From an optimization exercise on the open Yosys and OpenROAD flow, aimed at small area and a short achievable clock period; shortcuts taken in it are not production practice.
Function was checked by simulation only, so behaviour that the tests miss may differ from the original.

==> flow/design.v (outline; a module is shown in full before it is edited, if it fits) <==
// module fir3_fa: 4 lines
// module fir3_ha: 4 lines
// module fir3_a22oi: 3 lines
// module fir3_a222oi: 3 lines
// module fir3_sel: 3 lines
// module fir3_xnor2: 3 lines
// module fir3_xor2: 3 lines
// module fir3_nand2: 3 lines
// module fir3_nor2: 3 lines
// module fir3_and2: 3 lines
// module fir3_or2: 3 lines
// module fir3_inv: 3 lines
// module fir3_invd: 3 lines
// module fir3_nor2d: 3 lines
// module fir3_nand2d: 3 lines
// module fir3_a21oid: 3 lines
// module fir3_o21aid: 3 lines
// module fir3_a21oi: 3 lines
// module fir3_o21ai: 3 lines
// module fir3_top: 3208 lines
module fir3_top #(
  parameter int W  = 32,
  parameter int XW = 16
) (
  input  logic          CLK,
  input  logic          rst,
  input  logic [XW-1:0] h0,
  input  logic [XW-1:0] h1,
  input  logic [XW-1:0] h2,
  input  logic [XW-1:0] x,
  output logic [W-1:0]  y
);
  // ...
==> flow/flow/run.sh <==
#!/bin/bash
set -euo pipefail
here=$(pwd)
F=$here/flow
sed "s#^hierarchy -check -top \$::env(DESIGN_NAME)\$#&\ntechmap -map $F/leafmap.v#" \
  "$FLOW_HOME/scripts/synth.tcl" > "$here/synth_leaf.tcl"
grep -q "^techmap -map $F/leafmap.v" "$here/synth_leaf.tcl"
sed "s#source \$::env(SCRIPTS_DIR)/synth.tcl#source $here/synth_leaf.tcl#" \
  "$here/synth_recipe.tcl" > "$here/synth_own.tcl"
grep -q "source $here/synth_leaf.tcl" "$here/synth_own.tcl"
bash standard.sh \
  SYNTH_SCRIPT="$here/synth_own.tcl" \
  DONT_BUFFER_PORTS=1 \
  PRE_GLOBAL_PLACE_TCL="$F/ports.tcl" \
  finish > "$here/standard_finish.log" 2>&1
==> flow/flow/leafmap.v <==
// Maps the design's leaf modules one-to-one onto library cells.
module fir3_fa (input a, b, c, output s, co);
  sky130_fd_sc_hd__fa_1 _TECHMAP_REPLACE_ (.A(a), .B(b), .CIN(c), .SUM(s), .COUT(co));
endmodule

module fir3_ha (input a, b, output s, co);
  sky130_fd_sc_hd__ha_1 _TECHMAP_REPLACE_ (.A(a), .B(b), .SUM(s), .COUT(co));
endmodule

module fir3_sel (input one, two, hi, hm, output mn);
  sky130_fd_sc_hd__a22oi_1 _TECHMAP_REPLACE_ (.A1(one), .A2(hi), .B1(two), .B2(hm), .Y(mn));
endmodule

module fir3_xnor2 (input a, b, output y);
  sky130_fd_sc_hd__xnor2_1 _TECHMAP_REPLACE_ (.A(a), .B(b), .Y(y));
endmodule

module fir3_xor2 (input a, b, output y);
  sky130_fd_sc_hd__xor2_1 _TECHMAP_REPLACE_ (.A(a), .B(b), .X(y));
endmodule

module fir3_nand2 (input a, b, output y);
  sky130_fd_sc_hd__nand2_1 _TECHMAP_REPLACE_ (.A(a), .B(b), .Y(y));
endmodule

module fir3_nor2 (input a, b, output y);
  sky130_fd_sc_hd__nor2_1 _TECHMAP_REPLACE_ (.A(a), .B(b), .Y(y));
endmodule

module fir3_inv (input a, output y);
  sky130_fd_sc_hd__inv_1 _TECHMAP_REPLACE_ (.A(a), .Y(y));
endmodule

module fir3_a21oi (input a1, a2, b1, output y);
  sky130_fd_sc_hd__a21oi_1 _TECHMAP_REPLACE_ (.A1(a1), .A2(a2), .B1(b1), .Y(y));
endmodule

module fir3_o21ai (input a1, a2, b1, output y);
  sky130_fd_sc_hd__o21ai_1 _TECHMAP_REPLACE_ (.A1(a1), .A2(a2), .B1(b1), .Y(y));
endmodule

module fir3_invd (input a, output y);
  sky130_fd_sc_hd__inv_2 _TECHMAP_REPLACE_ (.A(a), .Y(y));
endmodule

module fir3_nor2d (input a, b, output y);
  sky130_fd_sc_hd__nor2_2 _TECHMAP_REPLACE_ (.A(a), .B(b), .Y(y));
endmodule

module fir3_nand2d (input a, b, output y);
  sky130_fd_sc_hd__nand2_2 _TECHMAP_REPLACE_ (.A(a), .B(b), .Y(y));
endmodule

module fir3_a21oid (input a1, a2, b1, output y);
  sky130_fd_sc_hd__a21oi_2 _TECHMAP_REPLACE_ (.A1(a1), .A2(a2), .B1(b1), .Y(y));
endmodule

module fir3_o21aid (input a1, a2, b1, output y);
  sky130_fd_sc_hd__o21ai_2 _TECHMAP_REPLACE_ (.A1(a1), .A2(a2), .B1(b1), .Y(y));
endmodule

module fir3_and2 (input a, b, output y);
  sky130_fd_sc_hd__and2_1 _TECHMAP_REPLACE_ (.A(a), .B(b), .X(y));
endmodule

module fir3_or2 (input a, b, output y);
  sky130_fd_sc_hd__or2_1 _TECHMAP_REPLACE_ (.A(a), .B(b), .X(y));
endmodule

module fir3_a22oi (input a1, a2, b1, b2, output y);
  sky130_fd_sc_hd__a22oi_1 _TECHMAP_REPLACE_ (.A1(a1), .A2(a2), .B1(b1), .B2(b2), .Y(y));
endmodule

module fir3_a222oi (input a1, a2, b1, b2, c1, c2, output y);
  sky130_fd_sc_hd__a222oi_1 _TECHMAP_REPLACE_ (.A1(a1), .A2(a2), .B1(b1), .B2(b2), .C1(c1), .C2(c2), .Y(y));
endmodule
==> flow/flow/ports.tcl <==
# Sourced before global placement (PRE_GLOBAL_PLACE_TCL, with DONT_BUFFER_PORTS=1).
# Buffers every input and output port (the clock port excepted, as buffer_ports
# does) at the same point of the flow as the standard port buffering, right after
# remove_buffers: buf_4 on the inputs (the coefficient bits each drive 16 cells),
# then buf_1 for the sample inputs x, which drive one register each, and buf_1 on
# the outputs.
proc my_buffer_ports {} {
  buffer_ports -inputs -buffer_cell sky130_fd_sc_hd__buf_4
  buffer_ports -outputs -buffer_cell sky130_fd_sc_hd__buf_1
  foreach bterm [[ord::get_db_block] getBTerms] {
    if { ![string match {x\[*\]} [$bterm getName]] } {
      continue
    }
    foreach iterm [[$bterm getNet] getITerms] {
      set inst [$iterm getInst]
      if { [[$inst getMaster] getName] == "sky130_fd_sc_hd__buf_4" } {
        replace_cell [get_cells [$inst getName]] sky130_fd_sc_hd__buf_1
      }
    }
  }
}
if { $::env(GPL_TIMING_DRIVEN) } {
  rename remove_buffers my_orig_remove_buffers
  proc remove_buffers {args} {
    my_orig_remove_buffers {*}$args
    my_buffer_ports
  }
} else {
  my_buffer_ports
}
==> flow/standard.sh <==
#!/bin/bash
# synth_recipe.tcl (not shown) runs the flow's synth.tcl, then flattens the netlist and writes it again
# the make line also repeats each setting of config.mk as NAME=value (left out here)
make -C /OpenROAD-flow-scripts/flow DESIGN_CONFIG=/design/flow/config.mk WORK_HOME=/design/flow/orfs CLKGATE_MAP_FILE= SYNTH_SCRIPT=/design/flow/synth_recipe.tcl "${@:-finish}"
==> flow/config.mk <==
export PLATFORM = sky130hd
export DESIGN_NAME = fir3_top
export DESIGN_NICKNAME = fir3_top
export VERILOG_FILES = /design/flow/design.v
export SDC_FILE = /design/flow/constraint.sdc
export NUM_CORES = 4
export LEC_CHECK = 0
export ABC_AREA = 1
export CAP_MARGIN = 20
export CORE_MARGIN = 2
export CORE_UTILIZATION = 30
export PLACE_DENSITY = 0.45
export SLEW_MARGIN = 20
==> flow/constraint.sdc <==
create_clock -name core_clock -period 10.0 [get_ports {CLK}]
set_input_delay 2.0000 -clock core_clock [delete_from_list [all_inputs] [get_ports {CLK}]]
set_output_delay 2.0000 -clock core_clock [all_outputs]
set_load 0.01 [all_outputs]
==> notes.md, run 1 <==
Status:
- The run finished with no timing, DRC or antenna violations.

Synthesis:
- Synthesis instantiated 16 different standard cells from the library.
- The cell type with the highest aggregate area in the netlist is sky130_fd_sc_hd__fa_1.
- Ranked by total cell area, the synthesized netlist is headed by sky130_fd_sc_hd__fa_1, sky130_fd_sc_hd__a222oi_1, sky130_fd_sc_hd__dfrtp_1, sky130_fd_sc_hd__xnor2_1, sky130_fd_sc_hd__nand2_1.
- The share of flip-flops with an asynchronous set or reset after synthesis is 1.00.
- Of the total synthesized cell area, the portion taken by XOR and XNOR cells is 0.0696.

Global route:
- The number of antenna violations at the first check in global routing is 2.
- The overall overflow remaining after global route is 0.

Route:
- The violation count after the first detailed-route iteration is roughly 4800.
- In the routed design, unresolved DRC markers number 0.
- In the final routed layout, each cell accounts on average for approximately 33 µm.
- For this block, the routed nets add up to about 80 mm of wire.
- In this run the top signal layer used is met5.

Critical path:
- The number of buffers and inverters on the critical path is 2.
- On the worst path, the slowest cell contributes a delay of roughly 600 ps.

Finish:
- Of the total standard cell area in the layout, the sequential portion is 0.110.
- Of the cells placed in the final design, the portion with a size suffix greater than 1 is 0.120.
- The design has 83 sequential cells.
- The synthesis-to-finish area growth is 10.5%.

Worst hold path:
- The number of instances on the worst hold path is 0.
- The classification of the worst-slack hold path is register to register.

CTS:
- The number of buffers inserted by hold repair at cts is 0.
- The post-CTS repair timing setup buffer count is 0.
- Counting every sink on the clock net gives slightly above 80.

Floorplanning:
- The floorplan die area is between 50000 and 60000 µm².
- For this configuration, the core starts out at a cell density of 0.303.
- Measured along the y axis, the die boundary spans roughly 240 µm.

Placement:
- The post-placement cell area is around 19000 µm².

Timing:
- Measured against its own limit, the worst slew margin works out to 0.375.
- The maximum clock frequency is around 130 MHz.
==> run 2: changes to the inputs <==
--- a/flow/config.mk
+++ b/flow/config.mk
@@ -9,5 +9,5 @@
 export CAP_MARGIN = 20
 export CORE_MARGIN = 2
-export CORE_UTILIZATION = 30
-export PLACE_DENSITY = 0.45
+export CORE_UTILIZATION = 35
+export PLACE_DENSITY = 0.5
 export SLEW_MARGIN = 20
==> notes.md, run 2 <==
Status:
- Run status: complete, no violations (unchanged).

Route:
- The count of unresolved DRC violations after routing was 0 (unchanged).
- The via count is 16000 (was 15900).
- The violation count after the first detailed-route iteration is 5657 (was 4769).
- The detail-routed net length per standard cell is 33.5 µm (was 32.8 µm).
- The detailed-routing iteration count for the pre-antenna-repair pass is 17 (was 15).
- The number of vias per cell was 6.96 (was 6.55).
- The post-detailed-route count of antenna-violating nets is 0 (unchanged).
- The wire length reported by the detailed router is 76.9 mm (was 79.6 mm).

Synthesis:
- The area share of the largest cell type after synthesis is 0.431 (unchanged).
- The netlist area before placement was 17100 µm² (unchanged).
- The most numerous cell in the Yosys netlist is sky130_fd_sc_hd__fa_1 (unchanged).
- The post-synthesis instance total came to 1559 (unchanged).
- The count of warnings emitted by yosys is 1 (unchanged).
- The share of flip-flops with an asynchronous set or reset after synthesis is 1.00 (unchanged).
- Cell types occupying the most area after synthesis: sky130_fd_sc_hd__fa_1, sky130_fd_sc_hd__a222oi_1, sky130_fd_sc_hd__dfrtp_1, sky130_fd_sc_hd__xnor2_1, sky130_fd_sc_hd__nand2_1 (unchanged).
- The post-synthesis sequential area ratio is 0.121 (unchanged).
- Cell types with the highest counts after synthesis: sky130_fd_sc_hd__fa_1, sky130_fd_sc_hd__a222oi_1, sky130_fd_sc_hd__nand2_1, sky130_fd_sc_hd__inv_2 (unchanged).
- The flip-flop cell with the highest count after synthesis is sky130_fd_sc_hd__dfrtp_1 (unchanged).
- The number of synthesized flops with an enable pin is 0 (unchanged).
- The synthesized area per cell is 11.0 µm² (unchanged).
- The number of distinct library cells after synthesis is 16 (unchanged).
- The total nets after synthesis is 2021 (unchanged).
- The post-synthesis sequential element count was 83 (unchanged).
- The cell type with the highest aggregate area in the netlist is sky130_fd_sc_hd__fa_1 (unchanged).

Critical path:
- The critical path start-end classification is input pin to register (unchanged).
- The maximum net fanout on the critical path is 25 (was 17).
- Cells traversed along the worst timing path: buf_4 > inv_2 > a222oi_1 > fa_1 > fa_1 > fa_1 > fa_1 > fa_1 > fa_1 > fa_1 > nor2_1 > o21ai_1 > a21oi_1 > o21ai_1 > a21oi_1 > o21ai_1 > xnor2_1 (was buf_4 > inv_2 > a222oi_1 > fa_1 > fa_1 > fa_1 > fa_1 > fa_1 > fa_1 > fa_1 > fa_1 > nor2_1 > o21ai_1 > a21oi_1 > o21ai_1 > a21oi_1 > o21ai_1 > xnor2_1).
- The endpoint type of the worst setup path is a register (unchanged).
- The delay of the slowest cell on the worst path is 600 ps (about the same).
- The required time of the critical path came to 10280 ps (about the same).
- The critical path's top delay family is adder cells (unchanged).
- The critical path's slowest cell is sky130_fd_sc_hd__a222oi_1 (was sky130_fd_sc_hd__fa_1).
- The path depth of the worst reg2reg path came to 17 (was 18).
- The buffer and inverter count on the worst path is 2 (unchanged).
- The startpoint kind of the worst setup timing path is an input pin (unchanged).
- The most common cell type on the critical path is sky130_fd_sc_hd__fa_1 (unchanged).
- The number of cells on the critical path was 17 (was 18).
- The critical path data arrival time is 7690 ps (was 7880 ps).

Timing:
- The clock skew after layout was 26.8 ps (was 25.0 ps).
- The actual slew at the worst max-slew pin is 1030 ps (was 937 ps).
- The maximum clock frequency is 135 MHz (was 131 MHz).
- The number of max-slew violations in the final report came to 0 (unchanged).
- The aggregate negative setup slack was 0 ps (unchanged).
- The worst relative slew slack was 0.311 (was 0.375).
- The final number of hold-violating endpoints is 0 (unchanged).
- The part of the cycle the worst path needs is 0.741 (was 0.761).
- The final worst setup slack came to 2590 ps (was 2390 ps).
- Unrepaired setup endpoints after global routing: no (unchanged).
- The time the final worst path needs with I/O delays and setup was 7410 ps (was 7610 ps).
- The setup violation total in the final timing report is 0 (unchanged).

Floorplanning:
- The floorplan die area is 50600 µm² (was 58900 µm²).
- The floorplan die height was 225 µm (was 243 µm).
- The number of placement rows was 81 (was 87).
- The initial standard-cell utilization of the core is 0.352 (was 0.303).
- The top-level I/O count was 98 (unchanged).
- The die width is 225 µm (was 243 µm).
- The core region area is 48500 µm² (was 56400 µm²).

CTS:
- The CTS tree is done (unchanged).
- The insertion delay to the later sink of the worst-skew pair is 410 ps (about the same).
- The number of gates resized after cts came to 0 (unchanged).
- The clock net sink count came to 83 (unchanged).
- The largest buffer count on any clock path was 2 (unchanged).
- The CTS root buffer was sky130_fd_sc_hd__clkbuf_16 (unchanged).
- The number of buffers inserted by hold repair at cts was 0 (unchanged).
- The CTS clock-pin slew for the worst setup and hold paths came to 70 ps (was 80 ps).
- The post-CTS repair timing setup buffer count came to 0 (unchanged).
- The total number of H-tree levels came to 3 (unchanged).
- The total clock buffers created by CTS is 9 (unchanged).

Global route:
- The fraction of met2 tracks used by global routing is 0.447 (was 0.406).
- The global-route usage over all layers is 0.304 (was 0.267).
- The maximum number of pins on one net before global-route repair is 61 (was 60).
- The number of antenna violations at the first check in global routing is 0 (was 2).
- The number of global-route vias before repair is 15800 (was 16000).
- The global-route wire length before repair is 111 mm (was 115 mm).
- The met3 track utilization from global routing is 0.114 (was 0.107).
- The overall overflow remaining after global route is 0 (unchanged).
- The peak-usage layer in the global routing report is met2 (unchanged).
- The met1 capacity usage during global routing came to 0.418 (was 0.353).

Finish:
- The final net count was 2131 (was 2130).
- The cell area after layout was 18700 µm² (was 18900 µm²).
- The flip-flop count of the largest register after layout is 32 (unchanged).
- The synthesis-to-finish area growth is 9.59% (was 10.5%).
- The layout filler cell count is 4799 (was 5870).
- The most common cell after layout, fill and taps aside is sky130_fd_sc_hd__fa_1 (unchanged).
- The footprint of the multi-input gates is 14200 µm² (unchanged).
- Commonest cells after routing, fill and taps aside: sky130_fd_sc_hd__fa_1, sky130_fd_sc_hd__a222oi_1, sky130_fd_sc_hd__nand2_1 (unchanged).
- The area occupied by registers is 2080 µm² (unchanged).
- The share of cells above drive strength 1 came to 0.121 (was 0.120).
- The number of diodes added for antenna fixing is 0 (unchanged).
- The register containing the most flip-flops in the final layout is y_q (unchanged).

Placement:
- The post-placement cell area is 18400 µm² (was 18600 µm²).
- The total of buffers placed on input and output ports is 97 (unchanged).
- The worst setup slack after placement is 2260 ps (was 2250 ps).
- The placer's final routability congestion estimate was 0.957 (was 0.968).
- The detailed-placement wirelength estimate was 60.0 mm (was 61.7 mm).

Worst hold path:
- The classification of the worst-slack hold path is register to register (unchanged).
- The number of instances on the worst hold path is 0 (unchanged).

Job:
- The count of max-cap constraint violations came to 0 (unchanged).
-- run 2: logic make-up after synthesis --
kind of cell	Yosys count	synth area share
AO/OA/AOI/OAI	497	0.254
XOR/XNOR	136	0.0696
adder cells (fa/ha/maj)	396	0.451
buffers and inverters	214	0.0470
flip-flops	83	0.121
AND/OR/NAND/NOR	233	0.0568
-- run 2: final timing paths --
check / from / to / slack [ps]
setup / recovery: h0[15] / y_q[27]$_DFF_PN0_ / 2590
setup reg to reg: d1_q[16]$_DFF_PN0_ / y_q[27]$_DFF_PN0_ / 3600
hold / removal: d1_q[14]$_DFF_PN0_ / d2_q[14]$_DFF_PN0_ / 410
min in group asynchronous: rst / y_q[9]$_DFF_PN0_ / 1500
hold reg to reg: d1_q[14]$_DFF_PN0_ / d2_q[14]$_DFF_PN0_ / 410
max in group asynchronous: rst / d1_q[14]$_DFF_PN0_ / 7390
-- run 2: through the flow --
stage	cells	utilization	hold slack [ps]
floorplan	1559	-	373
global placement	2279	0.380	390
detailed placement	2279	0.380	397
CTS	2295	0.386	414
global route	2296	0.386	421
finish	2296	0.386	410
-- run 2: cell type report --
| type | count | area share |
|---|---|---|
| clock buffer | 9 | 0.0120 |
| clock inverter | 7 | 0.00394 |
| inverter | 214 | 0.0429 |
| multi-input combinational | 1262 | 0.759 |
| sequential | 83 | 0.111 |
| tap | 622 | 0.0415 |
| timing repair buffer | 99 | 0.0300 |
-- run 2: routing by layer --
layer / part of all wire / vias up
met5: 0.00094 / -
met4: 0.031 / 2
met3: 0.15 / 187
met2: 0.42 / 1412
met1: 0.40 / 8067
li1: - / 6313
-- run 2: worst reg2reg max path, delay by kind of cell, from the launching register on --
| kind | cells | cell delay (ps) |
|---|---|---|
| buf+inv | 1 | 500 |
| fa+ha+maj | 8 | 4000 |
| xor+xnor | 2 | 370 |
| compound gates | 5 | 810 |
| simple gates | 1 | 190 |
| flops | 1 | 420 |
==> run 3: changes to the inputs <==
--- a/flow/config.mk
+++ b/flow/config.mk
@@ -8,4 +8,6 @@
 export ABC_AREA = 1
 export CAP_MARGIN = 20
+export CELL_PAD_IN_SITES_DETAIL_PLACEMENT = 1
+export CELL_PAD_IN_SITES_GLOBAL_PLACEMENT = 1
 export CORE_MARGIN = 2
 export CORE_UTILIZATION = 35
==> notes.md, run 3 <==
Global route:
- The global-route wire length before repair is 120 mm (was 111 mm).
- The maximum number of pins on one net before global-route repair is 53 (was 61).
- The number of antenna violations at the first check in global routing was 0 (unchanged).
- The overall overflow remaining after global route is 0 (unchanged).
- The number of global-route vias before repair is 16400 (was 15800).
- The global-route usage over all layers is 0.330 (was 0.304).

Route:
- The post-detailed-route count of antenna-violating nets is 0 (unchanged).
- The wire length reported by the detailed router is 82.8 mm (was 76.9 mm).
- The count of unresolved DRC violations after routing is 0 (unchanged).
- The via count is 16000 (about the same).
- The number of vias per cell is 6.98 (was 6.96).
- The violation count after the first detailed-route iteration is 4476 (was 5657).
- The detail-routed net length per standard cell was 36.0 µm (was 33.5 µm).
- The detailed-routing iteration count for the pre-antenna-repair pass is 15 (was 17).

Synthesis:
- The post-synthesis sequential area ratio is 0.121 (unchanged).
- Cell types with the highest counts after synthesis: sky130_fd_sc_hd__fa_1, sky130_fd_sc_hd__a222oi_1, sky130_fd_sc_hd__nand2_1, sky130_fd_sc_hd__inv_2 (unchanged).
- The number of synthesized flops with an enable pin was 0 (unchanged).
- The netlist area before placement came to 17100 µm² (unchanged).
- The most numerous cell in the Yosys netlist is sky130_fd_sc_hd__fa_1 (unchanged).
- The number of distinct library cells after synthesis is 16 (unchanged).
- Cell types occupying the most area after synthesis: sky130_fd_sc_hd__fa_1, sky130_fd_sc_hd__a222oi_1, sky130_fd_sc_hd__dfrtp_1, sky130_fd_sc_hd__xnor2_1, sky130_fd_sc_hd__nand2_1 (unchanged).
- The count of warnings emitted by yosys is 1 (unchanged).
- The synthesized area per cell is 11.0 µm² (unchanged).
- The post-synthesis sequential element count is 83 (unchanged).
- The flip-flop cell with the highest count after synthesis is sky130_fd_sc_hd__dfrtp_1 (unchanged).
- The total nets after synthesis is 2021 (unchanged).
- The area share of the largest cell type after synthesis is 0.431 (unchanged).
- The cell type with the highest aggregate area in the netlist is sky130_fd_sc_hd__fa_1 (unchanged).
- The post-synthesis instance total is 1559 (unchanged).
- The share of flip-flops with an asynchronous set or reset after synthesis is 1.00 (unchanged).

Finish:
- The synthesis-to-finish area growth is 9.62% (was 9.59%).
- The most common cell after layout, fill and taps aside is sky130_fd_sc_hd__fa_1 (unchanged).
- Commonest cells after routing, fill and taps aside: sky130_fd_sc_hd__fa_1, sky130_fd_sc_hd__a222oi_1, sky130_fd_sc_hd__nand2_1 (unchanged).
- The flip-flop count of the largest register after layout is 32 (unchanged).
- The fraction of the core area covered by cells at the end of the flow is 0.386 (about the same).
- The register containing the most flip-flops in the final layout is y_q (unchanged).
- The count of placed standard cells in the final layout, fillers left out is 2297 (was 2296).
- The final net count is 2131 (unchanged).
- The share of cells above drive strength 1 came to 0.121 (unchanged).

CTS:
- The clock net sink count is 83 (unchanged).
- The CTS clock-pin slew for the worst setup and hold paths is 80 ps (was 70 ps).
- The number of gates resized after cts is 0 (unchanged).
- The largest buffer count on any clock path is 2 (unchanged).
- The total number of H-tree levels is 3 (unchanged).
- The CTS root buffer is sky130_fd_sc_hd__clkbuf_16 (unchanged).
- The total clock buffers created by CTS is 9 (unchanged).
- The CTS tree was done (unchanged).
- The number of buffers inserted by hold repair at cts is 0 (unchanged).
- The insertion delay to the later sink of the worst-skew pair was 410 ps (about the same).
- The post-CTS repair timing setup buffer count is 0 (unchanged).

Critical path:
- The critical path data arrival time is 8050 ps (was 7690 ps).
- The startpoint kind of the worst setup timing path is an input pin (unchanged).
- The endpoint type of the worst setup path is a register (unchanged).
- The required time of the critical path is 10280 ps (about the same).
- The critical path start-end classification is input pin to register (unchanged).
- The maximum net fanout on the critical path is 17 (was 25).

Timing:
- The time the final worst path needs with I/O delays and setup came to 7770 ps (was 7410 ps).
- The setup violation total in the final timing report is 0 (unchanged).
- Unrepaired setup endpoints after global routing: no (unchanged).
- The final number of hold-violating endpoints is 0 (unchanged).
- The number of max-slew violations in the final report came to 0 (unchanged).
- The aggregate negative setup slack is 0 ps (unchanged).
- The clock skew after layout is 14.1 ps (was 26.8 ps).
- The part of the cycle the worst path needs was 0.777 (was 0.741).
- The actual slew at the worst max-slew pin is 1180 ps (was 1030 ps).
- The maximum clock frequency came to 129 MHz (was 135 MHz).
- The worst relative slew slack is 0.215 (was 0.311).

Placement:
- The detailed-placement wirelength estimate was 64.8 mm (was 60.0 mm).
- The number of cells in the design after placement came to 2279 (unchanged).
- The placer's final routability congestion estimate is 0.918 (was 0.957).
- The total of buffers placed on input and output ports is 97 (unchanged).

Floorplanning:
- The number of placement rows came to 81 (unchanged).
- The die width is 225 µm (unchanged).
- The core region area is 48500 µm² (unchanged).
- The initial standard-cell utilization of the core is 0.352 (unchanged).
- The floorplan die area is 50600 µm² (unchanged).
- The floorplan die height is 225 µm (unchanged).
- The top-level I/O count is 98 (unchanged).

Status:
- Run status: complete, no violations (unchanged).

Job:
- The count of max-cap constraint violations came to 0 (unchanged).

Worst hold path:
- The classification of the worst-slack hold path was register to register (unchanged).
[run 3: cell counts after synthesis]
No cell type changed its count.
[run 3: path summary, 6_finish.rpt]
check,start,cells after the start,to,slack [ps]
setup / recovery,h0[12],18,y_q[25]$_DFF_PN0_,2230
hold / removal,d1_q[14]$_DFF_PN0_,0,d2_q[14]$_DFF_PN0_,410
setup reg to reg,d0_q[0]$_DFF_PN0_,18,y_q[25]$_DFF_PN0_,3300
hold reg to reg,d1_q[14]$_DFF_PN0_,0,d2_q[14]$_DFF_PN0_,410
max in group asynchronous,rst,2,d1_q[14]$_DFF_PN0_,7380
min in group asynchronous,rst,1,y_q[3]$_DFF_PN0_,1520
[run 3: cells by family after synthesis]
kind of cell	synth area share
compound gates	0.254
xor+xnor	0.0696
fa+ha+maj	0.451
buf+inv	0.0470
flops	0.121
simple gates	0.0568
[run 3: worst max-delay path, cell delays in order]
cell and delay, ps:
sky130_fd_sc_hd__buf_4 220, sky130_fd_sc_hd__inv_2 130, sky130_fd_sc_hd__a222oi_1 410, sky130_fd_sc_hd__fa_1 580, sky130_fd_sc_hd__fa_1 590, sky130_fd_sc_hd__fa_1 510, sky130_fd_sc_hd__fa_1 460, sky130_fd_sc_hd__fa_1 390
sky130_fd_sc_hd__fa_1 450, sky130_fd_sc_hd__fa_1 400, sky130_fd_sc_hd__fa_1 500, sky130_fd_sc_hd__nor2_1 200, sky130_fd_sc_hd__o21ai_1 140, sky130_fd_sc_hd__a21oi_1 330, sky130_fd_sc_hd__o21ai_1 160, sky130_fd_sc_hd__a21oi_1 180
sky130_fd_sc_hd__o21ai_1 190, sky130_fd_sc_hd__xnor2_1 190
[run 3: cell type report]
type,count,area [µm²]
clock buffers,9,225
repair buffers,99,563
well taps,622,778
fillers,5381,29800
multi-input cells,1262,14200
inverters,214,803
flip-flops and latches,83,2080
clock inverters,7,76.3
diodes,1,2.50
[run 3: per-layer routing]
metal	vias up	GRT usage	share of wire
met3	113	0.106	0.14
met5	-	0	0
li1	6316	-	-
met2	1215	0.500	0.43
met1	8400	0.467	0.41
met4	0	0.0562	0.018
[run 3: stage by stage]
| step | instance area (µm²) | hold WS [ps] | worst slack [ps] |
|---|---|---|---|
| floorplan | 17100 | 373 | 3140 |
| detailed placement | 18400 | 398 | 1780 |
| global placement | 18400 | 400 | 1860 |
| finish | 18700 | 412 | 2230 |
| CTS | 18700 | 420 | 2220 |
| global route | 18700 | 430 | 1980 |

static timing again, ports no longer ideal:
How much do the figures lean on ideal ports? The routed layouts below were timed once more, with nothing changed but the port constraints.
Step 1 sets driving cells, clkbuf_16 on the clock port and buf_2 on the other inputs (assumed; they add their load-dependent delay and slew).
Step 2 also shifts input and output timing later by t, the mid clock arrival at the registers, as if the neighbouring blocks saw the same clock.
Slacks: ideal ports / drivers / drivers and shift; pairs: ideal ports / drivers.
run | t, ns | setup slack, ns | worst hold slack (ns) | worst slew at a driven data input, ns | pins driven straight from the clock port
run 1 | 0.460 | 2.392 / 2.396 / 1.936 | 0.399 / 0.399 / 0.399 | 0.06 | 1
run 2 | 0.459 | 2.591 / 2.611 / 2.152 | 0.410 / 0.410 / 0.410 | 0.05 | 1
run 3 | 0.462 | 2.232 / 2.262 / 1.800 | 0.412 / 0.412 / 0.412 | 0.06 | 1
After both steps setup and hold are still met in every run listed. For run 1, which loses most, drivers alone change the setup slack by +0.004 ns; drivers and shift together by -0.456 ns.
